What follows belongs to an exercise in optimizing a design on an open flow for small area and a short achievable clock period; a production flow would make more cautious choices. Only simulation tests tie the RTL to the original design; equivalence was not proved. No activity file was given, so power comes from the tool's default toggle rates.

### flow/flow/run.sh
#!/bin/bash
# The standard layout (standard.sh, unchanged synthesis and steps), except
# that the input and output port buffers are buf_4 cells, which timing repair
# can then size, instead of the delay cells buffer_ports picks by default.
set -euo pipefail
cd "$(dirname "$0")/.."
export BUFFER_PORTS_ARGS="-buffer_cell sky130_fd_sc_hd__buf_4"
bash standard.sh > standard.log 2>&1
### flow/standard.sh
#!/bin/bash
# synth_recipe.tcl (not shown) runs the flow's synth.tcl, then flattens the netlist and writes it again
# the make line also repeats each setting of config.mk as NAME=value (left out here)
make -C /OpenROAD-flow-scripts/flow DESIGN_CONFIG=/design/flow/config.mk WORK_HOME=/design/flow/orfs CLKGATE_MAP_FILE= SYNTH_SCRIPT=/design/flow/synth_recipe.tcl "${@:-finish}"
### flow/config.mk
export PLATFORM = sky130hd
export DESIGN_NAME = postadd_top
export DESIGN_NICKNAME = postadd_top
export VERILOG_FILES = /design/flow/design.v
export SDC_FILE = /design/flow/constraint.sdc
export NUM_CORES = 4
export LEC_CHECK = 0
export CAP_MARGIN = 20
export CORE_MARGIN = 2
export CORE_UTILIZATION = 60
export CTS_CLUSTER_DIAMETER = 60
export CTS_CLUSTER_SIZE = 30
export SETUP_SLACK_MARGIN = 4.0
export SLEW_MARGIN = 20
export SYNTH_HIERARCHICAL = 1
export SYNTH_MINIMUM_KEEP_SIZE = 0
### flow/constraint.sdc
create_clock -name core_clock -period 7.0 [get_ports {clk}]
set_input_delay 1.4000 -clock core_clock [delete_from_list [all_inputs] [get_ports {clk}]]
set_output_delay 1.4000 -clock core_clock [all_outputs]
set_load 0.01 [all_outputs]
### flow/design.v
`timescale 1ns/10ps
package postadd_pkg;
    localparam int L1_LIMB_BITS = 1 + 16;
    typedef logic [4*L1_LIMB_BITS-1:0] poly_l1_t;
    localparam int L3_LIMB_BITS = 8 + 16;
    typedef logic [4*L3_LIMB_BITS-1:0] poly_l3_t;
    typedef enum logic [2:0] {
        OP_HOLD         = 3'b000,
        OP_LOAD         = 3'b001,
        OP_ADD          = 3'b010,
        OP_IN_MINUS_REG = 3'b011,
        OP_REG_MINUS_IN = 3'b100,
        OP_P_MINUS_REG  = 3'b101
    } acc_op_t;
endpackage
`timescale 1ns/10ps
module pa_mux2 (input logic s, input logic a, input logic b, output logic y);
  assign y = s ? a : b;
endmodule
module pa_and2 (input logic a, input logic b, output logic y);
  assign y = a & b;
endmodule
module pa_andpfx16 (input logic [15:0] v, output logic [15:0] p);
  logic [79:0] lv;
  assign lv[15:0] = v;
  for (genvar k = 0; k < 4; k++) begin : g_lvl
    for (genvar i = 0; i < 16; i++) begin : g_bit
      if (((i >> k) & 1) == 1) begin : g_and
        pa_and2 u_and (.a(lv[16*k + i]), .b(lv[16*k + ((i >> k) << k) - 1]), .y(lv[16*(k+1) + i]));
      end else begin : g_pass
        assign lv[16*(k+1) + i] = lv[16*k + i];
      end
    end
  end
  assign p = lv[79:64];
endmodule
module pa_xor (input logic a, input logic b, output logic y);
  assign y = a ^ b;
endmodule
module pa_gen (input logic x, input logic xm, input logic nm, input logic g, output logic gb, output logic tb);
  assign gb = ~(xm & g);
  assign tb = ~(x | (g & nm));
endmodule
module pa_aoi (input logic gh, input logic th, input logic gl, output logic y);
  assign y = ~(gh | (th & gl));
endmodule
module pa_oai (input logic gh, input logic th, input logic gl, output logic y);
  assign y = ~(gh & (th | gl));
endmodule
module pa_nand (input logic a, input logic b, output logic y);
  assign y = ~(a & b);
endmodule
module pa_nor (input logic a, input logic b, output logic y);
  assign y = ~(a | b);
endmodule
module pa_inv (input logic a, output logic y);
  assign y = ~a;
endmodule
module padd24 (input logic [23:0] gb, input logic [23:0] tb, input logic ci, input logic [23:0] pp, output logic [23:0] s, output logic co);
  logic [24:0] g0, t0;
  assign g0 = {gb, ~ci};
  assign t0 = {tb, 1'b1};
  logic gn0;
  pa_oai u_gn0 (.gh(g0[1]), .th(t0[1]), .gl(g0[0]), .y(gn0));
  logic gn1;
  logic tn2;
  pa_oai u_gn1 (.gh(g0[3]), .th(t0[3]), .gl(g0[2]), .y(gn1));
  pa_nor u_tn2 (.a(t0[3]), .b(t0[2]), .y(tn2));
  logic gn3;
  logic tn4;
  pa_oai u_gn3 (.gh(g0[5]), .th(t0[5]), .gl(g0[4]), .y(gn3));
  pa_nor u_tn4 (.a(t0[5]), .b(t0[4]), .y(tn4));
  logic gn5;
  logic tn6;
  pa_oai u_gn5 (.gh(g0[7]), .th(t0[7]), .gl(g0[6]), .y(gn5));
  pa_nor u_tn6 (.a(t0[7]), .b(t0[6]), .y(tn6));
  logic gn7;
  logic tn8;
  pa_oai u_gn7 (.gh(g0[9]), .th(t0[9]), .gl(g0[8]), .y(gn7));
  pa_nor u_tn8 (.a(t0[9]), .b(t0[8]), .y(tn8));
  logic gn9;
  logic tn10;
  pa_oai u_gn9 (.gh(g0[11]), .th(t0[11]), .gl(g0[10]), .y(gn9));
  pa_nor u_tn10 (.a(t0[11]), .b(t0[10]), .y(tn10));
  logic gn11;
  logic tn12;
  pa_oai u_gn11 (.gh(g0[13]), .th(t0[13]), .gl(g0[12]), .y(gn11));
  pa_nor u_tn12 (.a(t0[13]), .b(t0[12]), .y(tn12));
  logic gn13;
  logic tn14;
  pa_oai u_gn13 (.gh(g0[15]), .th(t0[15]), .gl(g0[14]), .y(gn13));
  pa_nor u_tn14 (.a(t0[15]), .b(t0[14]), .y(tn14));
  logic gn15;
  logic tn16;
  pa_oai u_gn15 (.gh(g0[17]), .th(t0[17]), .gl(g0[16]), .y(gn15));
  pa_nor u_tn16 (.a(t0[17]), .b(t0[16]), .y(tn16));
  logic gn17;
  logic tn18;
  pa_oai u_gn17 (.gh(g0[19]), .th(t0[19]), .gl(g0[18]), .y(gn17));
  pa_nor u_tn18 (.a(t0[19]), .b(t0[18]), .y(tn18));
  logic gn19;
  logic tn20;
  pa_oai u_gn19 (.gh(g0[21]), .th(t0[21]), .gl(g0[20]), .y(gn19));
  pa_nor u_tn20 (.a(t0[21]), .b(t0[20]), .y(tn20));
  logic gn21;
  logic tn22;
  pa_oai u_gn21 (.gh(g0[23]), .th(t0[23]), .gl(g0[22]), .y(gn21));
  pa_nor u_tn22 (.a(t0[23]), .b(t0[22]), .y(tn22));
  logic gn23;
  pa_aoi u_gn23 (.gh(gn1), .th(tn2), .gl(gn0), .y(gn23));
  logic gn24;
  logic tn25;
  pa_aoi u_gn24 (.gh(gn5), .th(tn6), .gl(gn3), .y(gn24));
  pa_nand u_tn25 (.a(tn6), .b(tn4), .y(tn25));
  logic gn26;
  logic tn27;
  pa_aoi u_gn26 (.gh(gn9), .th(tn10), .gl(gn7), .y(gn26));
  pa_nand u_tn27 (.a(tn10), .b(tn8), .y(tn27));
  logic gn28;
  logic tn29;
  pa_aoi u_gn28 (.gh(gn13), .th(tn14), .gl(gn11), .y(gn28));
  pa_nand u_tn29 (.a(tn14), .b(tn12), .y(tn29));
  logic gn30;
  logic tn31;
  pa_aoi u_gn30 (.gh(gn17), .th(tn18), .gl(gn15), .y(gn30));
  pa_nand u_tn31 (.a(tn18), .b(tn16), .y(tn31));
  logic gn32;
  logic tn33;
  pa_aoi u_gn32 (.gh(gn21), .th(tn22), .gl(gn19), .y(gn32));
  pa_nand u_tn33 (.a(tn22), .b(tn20), .y(tn33));
  logic gn34;
  pa_oai u_gn34 (.gh(gn24), .th(tn25), .gl(gn23), .y(gn34));
  logic gn35;
  logic tn36;
  pa_oai u_gn35 (.gh(gn28), .th(tn29), .gl(gn26), .y(gn35));
  pa_nor u_tn36 (.a(tn29), .b(tn27), .y(tn36));
  logic gn37;
  logic tn38;
  pa_oai u_gn37 (.gh(gn32), .th(tn33), .gl(gn30), .y(gn37));
  pa_nor u_tn38 (.a(tn33), .b(tn31), .y(tn38));
  logic gn39;
  pa_aoi u_gn39 (.gh(gn35), .th(tn36), .gl(gn34), .y(gn39));
  logic iv40;
  pa_inv u_iv40 (.a(gn39), .y(iv40));
  logic gn41;
  pa_aoi u_gn41 (.gh(gn37), .th(tn38), .gl(iv40), .y(gn41));
  logic iv42;
  pa_inv u_iv42 (.a(gn34), .y(iv42));
  logic gn43;
  pa_oai u_gn43 (.gh(gn26), .th(tn27), .gl(iv42), .y(gn43));
  logic gn44;
  pa_oai u_gn44 (.gh(gn30), .th(tn31), .gl(gn39), .y(gn44));
  logic iv45;
  pa_inv u_iv45 (.a(gn23), .y(iv45));
  logic gn46;
  pa_aoi u_gn46 (.gh(gn3), .th(tn4), .gl(iv45), .y(gn46));
  logic gn47;
  pa_aoi u_gn47 (.gh(gn7), .th(tn8), .gl(gn34), .y(gn47));
  logic gn48;
  pa_aoi u_gn48 (.gh(gn11), .th(tn12), .gl(gn43), .y(gn48));
  logic iv49;
  pa_inv u_iv49 (.a(gn39), .y(iv49));
  logic gn50;
  pa_aoi u_gn50 (.gh(gn15), .th(tn16), .gl(iv49), .y(gn50));
  logic gn51;
  pa_aoi u_gn51 (.gh(gn19), .th(tn20), .gl(gn44), .y(gn51));
  logic iv52;
  pa_inv u_iv52 (.a(gn0), .y(iv52));
  logic gn53;
  pa_oai u_gn53 (.gh(g0[2]), .th(t0[2]), .gl(iv52), .y(gn53));
  logic gn54;
  pa_oai u_gn54 (.gh(g0[4]), .th(t0[4]), .gl(gn23), .y(gn54));
  logic gn55;
  pa_oai u_gn55 (.gh(g0[6]), .th(t0[6]), .gl(gn46), .y(gn55));
  logic iv56;
  pa_inv u_iv56 (.a(gn34), .y(iv56));
  logic gn57;
  pa_oai u_gn57 (.gh(g0[8]), .th(t0[8]), .gl(iv56), .y(gn57));
  logic gn58;
  pa_oai u_gn58 (.gh(g0[10]), .th(t0[10]), .gl(gn47), .y(gn58));
  logic iv59;
  pa_inv u_iv59 (.a(gn43), .y(iv59));
  logic gn60;
  pa_oai u_gn60 (.gh(g0[12]), .th(t0[12]), .gl(iv59), .y(gn60));
  logic gn61;
  pa_oai u_gn61 (.gh(g0[14]), .th(t0[14]), .gl(gn48), .y(gn61));
  logic gn62;
  pa_oai u_gn62 (.gh(g0[16]), .th(t0[16]), .gl(gn39), .y(gn62));
  logic gn63;
  pa_oai u_gn63 (.gh(g0[18]), .th(t0[18]), .gl(gn50), .y(gn63));
  logic iv64;
  pa_inv u_iv64 (.a(gn44), .y(iv64));
  logic gn65;
  pa_oai u_gn65 (.gh(g0[20]), .th(t0[20]), .gl(iv64), .y(gn65));
  logic gn66;
  pa_oai u_gn66 (.gh(g0[22]), .th(t0[22]), .gl(gn51), .y(gn66));
  logic gn67;
  pa_oai u_gn67 (.gh(g0[24]), .th(t0[24]), .gl(gn41), .y(gn67));
  logic [23:0] c;
  assign c[0] = ~g0[0];
  assign c[1] = gn0;
  assign c[2] = gn53;
  assign c[3] = ~gn23;
  assign c[4] = gn54;
  assign c[5] = ~gn46;
  assign c[6] = gn55;
  assign c[7] = gn34;
  assign c[8] = gn57;
  assign c[9] = ~gn47;
  assign c[10] = gn58;
  assign c[11] = gn43;
  assign c[12] = gn60;
  assign c[13] = ~gn48;
  assign c[14] = gn61;
  assign c[15] = ~gn39;
  assign c[16] = gn62;
  assign c[17] = ~gn50;
  assign c[18] = gn63;
  assign c[19] = gn44;
  assign c[20] = gn65;
  assign c[21] = ~gn51;
  assign c[22] = gn66;
  assign c[23] = ~gn41;
  assign co = gn67;
  for (genvar i = 0; i < 24; i++) begin : g_s
    pa_xor u_s (.a(pp[i]), .b(c[i]), .y(s[i]));
  end
endmodule
`timescale 1ns/10ps
`timescale 1ns/10ps
`timescale 1ns/10ps
`timescale 1ns/10ps
module postadd_top (
    input  logic                      clk,
    input  logic                      rstn,
    input  logic [64-1:0]    in_val,
    input  logic [4-1:0]    in_carry,
    input  logic [2:0]                mode1,
    input  logic [2:0]                mode2,
    input  logic [2:0]                mode3,
    input  logic [1:0]                addr2,
    input  logic [1:0]                addr3,
    input  logic [1:0]                outsel,
    output logic [72-1:0]   result
);
    localparam int RW = 72;
    localparam int IW = 66;                
    localparam int NL = 3;                 
    localparam int LW = RW / NL;           
    localparam int NB = NL - 1;            
    localparam int SW = RW + 2 * NB;       
    localparam logic [RW-1:0] MOD = RW'(64'hFFFF_FFFF_FFFF_FFC5);
    logic [IW-1:0] op_sum;
    assign op_sum[15:0] = in_val[15:0];
    logic [3:0] cy;                      
    assign cy[0] = 1'b0;
    for (genvar j = 1; j < 4; j++) begin : g_blk
        logic [15:0] v, ones0, ones1, inc1, inc2, s0, s1;
        logic        all1, all1h, co_c, co_nc;
        assign v = in_val[16*j +: 16];
        pa_andpfx16 u_o0 (.v(v), .p(ones0));
        pa_andpfx16 u_o1 (.v({v[15:1], 1'b1}), .p(ones1));
        assign inc1  = v ^ {ones0[14:0], 1'b1};
        assign inc2  = v ^ {ones1[14:1], 2'b10};
        assign all1  = ones0[15];
        assign all1h = ones1[15];
        assign s0 = in_carry[j-1] ? inc1 : v;
        assign s1 = in_carry[j-1] ? inc2 : inc1;
        assign co_nc = in_carry[j-1] & all1;
        assign co_c  = in_carry[j-1] ? all1h : all1;
        pa_mux2 u_co (.s(cy[j-1]), .a(co_c), .b(co_nc), .y(cy[j]));
        for (genvar i = 0; i < 16; i++) begin : g_sel
            pa_mux2 u_sel (.s(cy[j-1]), .a(s1[i]), .b(s0[i]), .y(op_sum[16*j+i]));
        end
    end
    assign op_sum[65:64] = {in_carry[3] & cy[3], in_carry[3] ^ cy[3]};
    localparam logic [5:0] CTL_RST = 6'b000100;
    logic [5:0] dec [3];
    logic [2:0] mode [3];
    assign mode[0] = mode1;
    assign mode[1] = mode2;
    assign mode[2] = mode3;
    for (genvar l = 0; l < 3; l++) begin : g_dec
        always_comb begin
            case (mode[l])
                3'd1:    dec[l] = 6'b100100;
                3'd2:    dec[l] = 6'b100000;
                3'd3:    dec[l] = 6'b010001;
                3'd4:    dec[l] = 6'b010010;
                3'd5:    dec[l] = 6'b001001;
                default: dec[l] = 6'b000000;
            endcase
        end
    end
    logic [IW-1:0] op_i;
    logic [5:0]    ctl [3];
    logic [3:0]    a2_oh, a3_oh;           
    logic [2:0]    os_oh;                  
    logic          rst_q;
    always_ff @(posedge clk) begin
        rst_q  <= !rstn;
        op_i   <= op_sum;
        ctl[0] <= rstn ? dec[0] : CTL_RST;
        ctl[1] <= rstn ? dec[1] : CTL_RST;
        ctl[2] <= rstn ? dec[2] : CTL_RST;
        a2_oh  <= 4'b0001 << addr2;
        a3_oh  <= 4'b0001 << addr3;
        os_oh  <= rstn ? 3'(4'b0001 << outsel) : 3'b000;
    end
    logic [SW-1:0] reg1;
    logic [SW-1:0] file2 [4];
    logic [SW-1:0] file3 [4];
    logic [SW-1:0] g [3];
    logic [SW-1:0] n [3];
    always_comb begin
        g[0] = reg1;
        g[1] = '0;
        g[2] = '0;
        for (int e = 0; e < 4; e++) begin
            g[1] = g[1] | ({SW{a2_oh[e]}} & file2[e]);
            g[2] = g[2] | ({SW{a3_oh[e]}} & file3[e]);
        end
    end
    logic [RW-1:0] op_w;
    assign op_w = RW'(op_i);
    for (genvar l = 0; l < 3; l++) begin : g_lane
        logic [RW-1:0] x, xm, gm, p, v;
        logic [NB-1:0] ge, gmb, co;
        logic x_i, x_ni, x_np, mask_g, cin, inv_o;
        assign {x_i, x_ni, x_np, mask_g, cin, inv_o} = ctl[l];
        assign x  = ({RW{x_i}} & op_w) | ({RW{x_ni}} & ~op_w) | ({RW{x_np}} & ~MOD);
        assign xm = x & {RW{!mask_g}};
        assign gm = g[l][RW-1:0] & {RW{!mask_g}};
        assign ge = g[l][RW +: NB] & {NB{!mask_g}};
        assign gmb = g[l][RW+NB +: NB] & {NB{!mask_g}};
        assign p  = x ^ gm ^ {RW{inv_o}};
        for (genvar j = 0; j < NL; j++) begin : g_limb
            logic [LW-1:0] gb, tb;
            logic          co_j;
            for (genvar i = 0; i < LW; i++) begin : g_gen
                pa_gen u_gen (.x(x[j*LW+i]), .xm(xm[j*LW+i]), .nm(!mask_g), .g(g[l][j*LW+i]),
                              .gb(gb[i]), .tb(tb[i]));
            end
            padd24 i_pfx (.gb(gb), .tb(tb), .ci(j == 0 ? cin : ge[j == 0 ? 0 : j-1]),
                          .pp(p[j*LW +: LW]), .s(v[j*LW +: LW]), .co(co_j));
            if (j < NB) begin : g_co
                assign co[j] = co_j;
            end
        end
        assign n[l] = {gmb ^ {NB{inv_o}}, co ^ {NB{inv_o}}, v};
    end
    always_ff @(posedge clk) begin
        reg1 <= n[0];
        for (int e = 0; e < 4; e++) begin
            if (rst_q || a2_oh[e]) file2[e] <= n[1];
            if (rst_q || a3_oh[e]) file3[e] <= n[2];
        end
    end
    logic [SW-1:0] d1_n;                  
    logic [SW-1:0] d1;
    logic [RW-1:0] d2;
    logic [1:0]    t1;
    logic [2:0]    os_en;
    logic          z2;
    logic [1:0]    dl [NB];               
    assign os_en = os_oh & {3{rstn}};
    assign d1    = ~d1_n;
    for (genvar j = 0; j < NB; j++) begin : g_dl
        assign dl[j] = {1'b0, d1[RW + j]} - {1'b0, d1[RW + NB + j]};
    end
    always_ff @(posedge clk) begin
        d1_n <= ~(({SW{os_en[0]}} & n[0]) | ({SW{os_en[1]}} & n[1]) | ({SW{os_en[2]}} & n[2]));
        d2[0 +: LW]              <= d1[0 +: LW];
        {t1, d2[LW +: LW]}       <= {2'b0, d1[LW +: LW]} + {{LW{dl[0][1]}}, dl[0]};
        d2[2*LW +: LW]           <= d1[2*LW +: LW] + {{(LW-2){dl[1][1]}}, dl[1]};
        z2 <= !rstn;
        if (!rstn || z2) begin
            result <= '0;
        end else begin
            result[0 +: 2*LW]  <= d2[0 +: 2*LW];
            result[2*LW +: LW] <= d2[2*LW +: LW] + {{(LW-2){t1[1]}}, t1};
        end
    end
endmodule
==> impl_metrics.ini, run 1 <==
[outcome]
run_status = finished clean

[global_routing]
global_route.overflow_total = 0
grt.met2_usage_pct = 53.5
gr-max-usage-layer = met2
grt_max_degree = 62
grt_util_met1_pct = 44.3
grt_first_pass_wirelength_mm = 244
antenna_found_initial = 3
grt_usage_pct = 32.7
grtUsageMet3_pct = 5.13
number_of_global_route_vias_before_repair = 40700

[clock_tree]
clockRootBuffer = clkbuf_16
cts_inserted_buffers = 82
postCtsHoldBufs = 0
tritoncts = built
clock_sink_total = 1002
clock_insertion_delay_worst_skew_ns = 0.72
clk_transition_reported_paths_ns = 0.08
depth_of_the_cts_h_tree = 3
clk_path_buf_depth = 3

[critical_path]
worst_path_max_delay_cell = dfxtp_1
startpoint = op_i[0]$_DFF_P_
worst_path_largest_cell_delay_ns = 0.55
timing.critical_path.arrival_ns = 3.61
timing.rr.start = op_i[0]$_DFF_P_
critPathKind = register to register
cp-end-kind = register
cp_cell_sequence = mux2i_2, inv_1, a21oi_2, o21ai_2, a21oi_2, o21ai_4, a21oi_4, o21ai_4, a21oi_2, o21ai_1, xor2_1, a32o_1, a21oi_2
required_ns = 7.56
timing.critical_path.from_type = register
cpMostUsedCell = a21oi_2
worst-path-max-fanout = 4

[pwr]
comb_power_share_pct = 21.4
cell_internal_pwr_mw = 11.3
net-switching-power_mw = 5.23
cellPowerDensity_nw_per_um2 = 249
power.share.sequential_pct = 48.4
peakVddDrop_uv = 241
power.switching_fraction_pct = 31.6
clock_power_share_pct = 30.2
report.power.total_mw = 16.6
static-leakage-power_nw = 28.0

[timing]
finalWorstSetupSlack_ns = 3.96
timing.final.max_slew_violations = 0
final.period_utilization_pct = 43.5
grt_setup_unrepaired = true
post-route-min-period_ns = 3.04
final_setup_violation_count = 0
hold_slack_ns = 0.358
hold_viol_final = 0
worst_clock_skew_ns = 0.0384
max_freq_mhz = 329
tns_setup_ns = 0
relSlewSlack_pct = 33.8
max_slew.worst_pin.slew_ns = 0.993

[placement]
preCtsSetupSlack_ns = 2.62
place.detailed.hpwl_mm = 97.9
portBuffers = 156
dpl.cell_count = 6900
routabilityCongestion = 0.884

[detailed_routing]
drc_errors = 0
drt-pass1-iter-count = 6
dr_total_vias = 43000
viasPerCell = 5.94
final_antenna_net_count = 0
violation_count_after_the_first_detailed_route_iteration = 4112
drt-wirelength-per-cell_um = 23.1
postRouteWirelength_mm = 168

[yosys]
synth_area_per_cell_um2 = 9.85
ys_warnings = 23
synth_cells = 5777
post_synth_design_cell_area_um2 = 56900

[die]
initial_core_util_pct = 60.8
dieHeight_um = 312
die_w_um = 312
pin_count = 157
total_die_area_um2 = 97400
fp.coreArea_um2 = 93600
rows = 112

[final_layout]
finish.cell_count_without_fillers = 7251
layout_cell_share_with_drive_strength_beyond_1_pct = 22.1
area_overhead_of_the_layout_relative_to_synthesis_pct = 16.7
fin_nets = 6067

[worst_hold_path]
timing.hold.worst.class = register to register
timing.hold.worst.start = d1_n[20]$_DFF_P_

[job]
cap_viol_max_count = 0
cell usage in the layout, fill, tap and decap left out, drive strengths merged, types with 310 or more instances in the layout:
| cell | n |
|---|---|
| a21oi | 627 |
| a22oi | 310 |
| buf | 385 |
| dfxtp | 394 |
| edfxtp | 608 |
| inv | 477 |
| nand2 | 519 |
| nor2 | 392 |
| xnor2 | 432 |
| xor2 | 396 |
worst paths after layout:
kind / slack, ns / endpoint / cells after the start
setup / recovery: 3.96 / d1_n[22]$_DFF_P_ / 13
hold / removal: 0.36 / d2[20]$_DFF_P_ / 1
setup reg to reg: 3.96 / d1_n[22]$_DFF_P_ / 13
hold reg to reg: 0.36 / d2[20]$_DFF_P_ / 1
power groups by stage:
stage / Sequential, mW / Clock, mW / Combinational, mW
4_1_cts: 7.98 / 5.05 / 3.29
3_3_place_gp: 8.12 / 0 / 2.95
2_1_floorplan: 7.92 / 0 / 2.35
5_1_grt: 8.11 / 5.26 / 3.82
3_5_place_dp: 8.15 / 0 / 3.00
6_report: 8.01 / 4.99 / 3.55
layer usage:
layer	wire length [µm]	share of wire [%]
met1	69700	42
met2	77400	46
met3	14100	8.4
met4	6620	3.9
met5	0	0
cell type report:
class	count	area, µm²
Antenna cell	3	7.51
Fill cell	7039	27200
Tap cell	1254	1570
Timing Repair Buffer	404	4470
Multi-Input combinational cell	3994	29500
Clock inverter	66	817
Inverter	438	1680
Clock buffer	88	2120
Sequential cell	1002	26200
Timing Repair inverter	2	22.5
per-stage QoR:
stage	cell area, µm²	util (%)
global route	66400	71.0
floorplan	57500	-
finish	66500	71.0
CTS	64300	68.7
detailed placement	58900	62.9
global placement	58900	62.9
worst max-delay path: cells and delay by family (launching register included):
kind,cells,cell delay [ns]
flip-flops,1,0.55
XOR/XNOR,1,0.30
multiplexers,1,0.37
AO/OA/AOI/OAI,10,1.56
buffers and inverters,1,0.09
state kept, by name, summed over array words and instances, names as in the netlist:
register	count
file2	304
file3	304
d1_n	76
reg1	76
d2	72
result	72
op_i	66
ctl	18
a2_oh	4
a3_oh	4
os_oh	3
t1	2
z2	1
timing repair:
action,CTS,global route
pin swaps,34,107
cloned,9,16
endpoints found under the setup margin,844,265
buffers inserted,92,77
gates resized for setup,204,248
==> run 2: changes to the inputs <==
--- a/flow/config.mk
+++ b/flow/config.mk
@@ -8,5 +8,5 @@
 export CAP_MARGIN = 20
 export CORE_MARGIN = 2
-export CORE_UTILIZATION = 60
+export CORE_UTILIZATION = 70
 export CTS_CLUSTER_DIAMETER = 60
 export CTS_CLUSTER_SIZE = 30
==> run 2 against run 1 <==
Compared with the run above:
- still clean
- non-clock buffer count is the same
- clock skew increased by 0.0033 ns
- sequential share of layout area increased by 0.25 points
- critical path type unchanged
==> impl_metrics.ini, run 2 <==
[worst_hold_path]
hold-path-cell-count = 1
timing.hold.worst.start = d1_n[1]$_DFF_P_
timing.hold.worst.class = register to register
hold_end = d2[1]$_DFF_P_

[timing]
max_freq_mhz = 320
worst_clock_skew_ns = 0.0417
relSlewSlack_pct = 31.7
max_slew.worst_pin.slew_ns = 1.02
final.period_utilization_pct = 44.7
post-route-min-period_ns = 3.13
timing.final.max_slew_violations = 0
tns_setup_ns = 0
final_setup_violation_count = 0
hold_viol_final = 0
hold_slack_ns = 0.361
grt_setup_unrepaired = true

[critical_path]
cp_cell_sequence = buf_12, buf_16, a211oi_4, inv_1, a21oi_2, nor2_1, a21oi_2, o21ai_4, a21oi_4, inv_2, a21oi_4, o21ai_2, xor2_1, buf_4
worst_path_max_delay_cell = a21oi_4
critical_path.reg2reg.endpoint = file3[1][72]$_DFFE_PP_
timing.critical_path.arrival_ns = 3.56
timing.critical_path.from_type = register
worst-path-max-fanout = 7
worst_path_largest_cell_delay_ns = 0.44
required_ns = 7.44
worst-r2r-setup-slack_ns = 3.87
critPathKind = register to register
startpoint = ctl[2][5]$_SDFF_PN0_
timing.reg2reg.worst_path_depth = 14
cp-end-kind = register
timing.rr.start = ctl[2][5]$_SDFF_PN0_

[final_layout]
fillerInstances = 4797
area_overhead_of_the_layout_relative_to_synthesis_pct = 16.0
layout.cells.most_common_list = 608 x edfxtp_1, 513 x nand2_1, 431 x xnor2_1
final_area_um2 = 66000
largest_registers = file2 x304, file3 x304
layout_cell_share_with_drive_strength_beyond_1_pct = 22.0
finish.cell_count_without_fillers = 7049
fin_nets = 6064
final_common_cell = edfxtp_1

[clock_tree]
postCtsHoldBufs = 0
clk_path_buf_depth = 3
depth_of_the_cts_h_tree = 3
cts_inserted_buffers = 77
tritoncts = built
clk_transition_reported_paths_ns = 0.09
clock_sink_total = 1002
clockRootBuffer = clkbuf_16
clock_insertion_delay_worst_skew_ns = 0.69

[outcome]
run_status = finished clean

[die]
fp.coreArea_um2 = 80500
rows = 104
total_die_area_um2 = 83600
dieHeight_um = 289
die_w_um = 289
initial_core_util_pct = 70.7
pin_count = 157

[placement]
routabilityCongestion = 0.905
postPlaceCellArea_um2 = 58600
portBuffers = 156
place.detailed.hpwl_mm = 93.7
dpl.cell_count = 6703

[global_routing]
number_of_global_route_vias_before_repair = 41900
global_route.overflow_total = 0
grt_max_degree = 68
grt_usage_pct = 37.4
antenna_found_initial = 9
grt_first_pass_wirelength_mm = 240

[detailed_routing]
final_antenna_net_count = 0
viasPerCell = 6.31
drt-wirelength-per-cell_um = 23.7
drt-pass1-iter-count = 6
postRouteWirelength_mm = 167
dr_total_vias = 44500
drc_errors = 0
violation_count_after_the_first_detailed_route_iteration = 4448

[pwr]
peakVddDrop_uv = 254
static-leakage-power_nw = 27.9
cellPowerDensity_nw_per_um2 = 250

[yosys]
synth_area_per_cell_um2 = 9.85
synth_cells = 5777
post_synth_design_cell_area_um2 = 56900
ys_warnings = 23

[job]
cap_viol_max_count = 0
run 2: layer usage:
| metal | track usage (%) | up-vias | wire [µm] |
|---|---|---|---|
| met5 | 0 | - | 70 |
| met4 | 19.0 | 8 | 9940 |
| met3 | 7.53 | 595 | 19300 |
| met2 | 59.9 | 2499 | 75500 |
| met1 | 48.6 | 21300 | 62000 |
| li1 | - | 20100 | - |
run 2: report_power, final:
part	leakage, nW	switching, mW	internal (mW)
combinational	16.9	2.18	1.38
clock	1.39	2.60	2.33
sequential	9.59	0.531	7.51
run 2: how the worst max path moves through the flow:
stage	slack, ns	to
4_1_cts	3.95	d1_n[70]$_DFF_P_
6_report	3.87	file3[1][72]$_DFFE_PP_
3_5_place_dp	2.68	d1_n[70]$_DFF_P_
5_1_grt	3.81	d1_n[22]$_DFF_P_
3_3_place_gp	2.80	d1_n[70]$_DFF_P_
2_1_floorplan	2.90	d1_n[22]$_DFF_P_
run 2: per-stage QoR:
stage                     setup slack, ns  power (mW)  util (%)
after CTS                            3.95        16.2      79.0
after global placement               2.80        11.0      72.8
final                                3.87        16.5      82.0
after global routing                 3.81        17.1      81.9
after floorplan                      2.90        10.3         -
after detailed placement             2.68        11.1      72.8
run 2: worst max-delay path, delay by kind of cell, from the launching register on:
family | cells | cell delay (ns)
xor gates and xnor gates | 1 | 0.16
DFF | 1 | 0.41
buffers and inverters | 5 | 0.74
and+or+nand+nor | 1 | 0.07
AOI/OAI and AO/OA | 7 | 1.47
run 2: final cells by class:
type	instances	area (µm²)	share of cell area [%]
multi-input combinational	3996	29600	44.8
sequential	1002	26200	39.8
timing repair buffer	404	4270	6.47
clock buffer	82	2020	3.06
inverter	438	1670	2.53
tap	1060	1330	2.01
clock inverter	62	863	1.31
timing repair inverter	2	16.3	0.0246
antenna	3	7.51	0.0114
run 2: timing repair:
item                                   4_1_cts  5_1_grt
pin swaps                                   34      105
gates resized for setup                    177      266
setup endpoints to repair                  742      313
setup buffers                              100       75
cloned                                       7       17
endpoints found under the hold margin        0        0

-- separate check: timing with driven ports --
Ports are ideal in the flow. The routed layouts listed here were re-timed in OpenROAD.
Step 1: set_driving_cell puts a clkbuf_16 on clk and a buf_2 on each other input, an assumption about the parent block.
Step 2 adds t to the input delays and takes it off the output delays; t is the mean of the earliest and latest rising clock arrival at the registers after step 1. Input paths then give back, and output paths get back, about the clock's delay inside the block.
a / b / c = ideal ports / drivers / drivers and shift; a / b = the first two.
run | t, ns | setup slack, ns | clock arrival spread, ns
run 1 | 0.766 | 3.958 / 3.958 / 3.252 | 0.041 / 0.040
run 2 | 0.738 | 3.874 / 3.874 / 3.302 | 0.043 / 0.044
After both steps setup and hold are still met in every run listed. For run 1, which loses most, drivers alone change the setup slack by 0.000 ns; drivers and shift together by -0.706 ns.
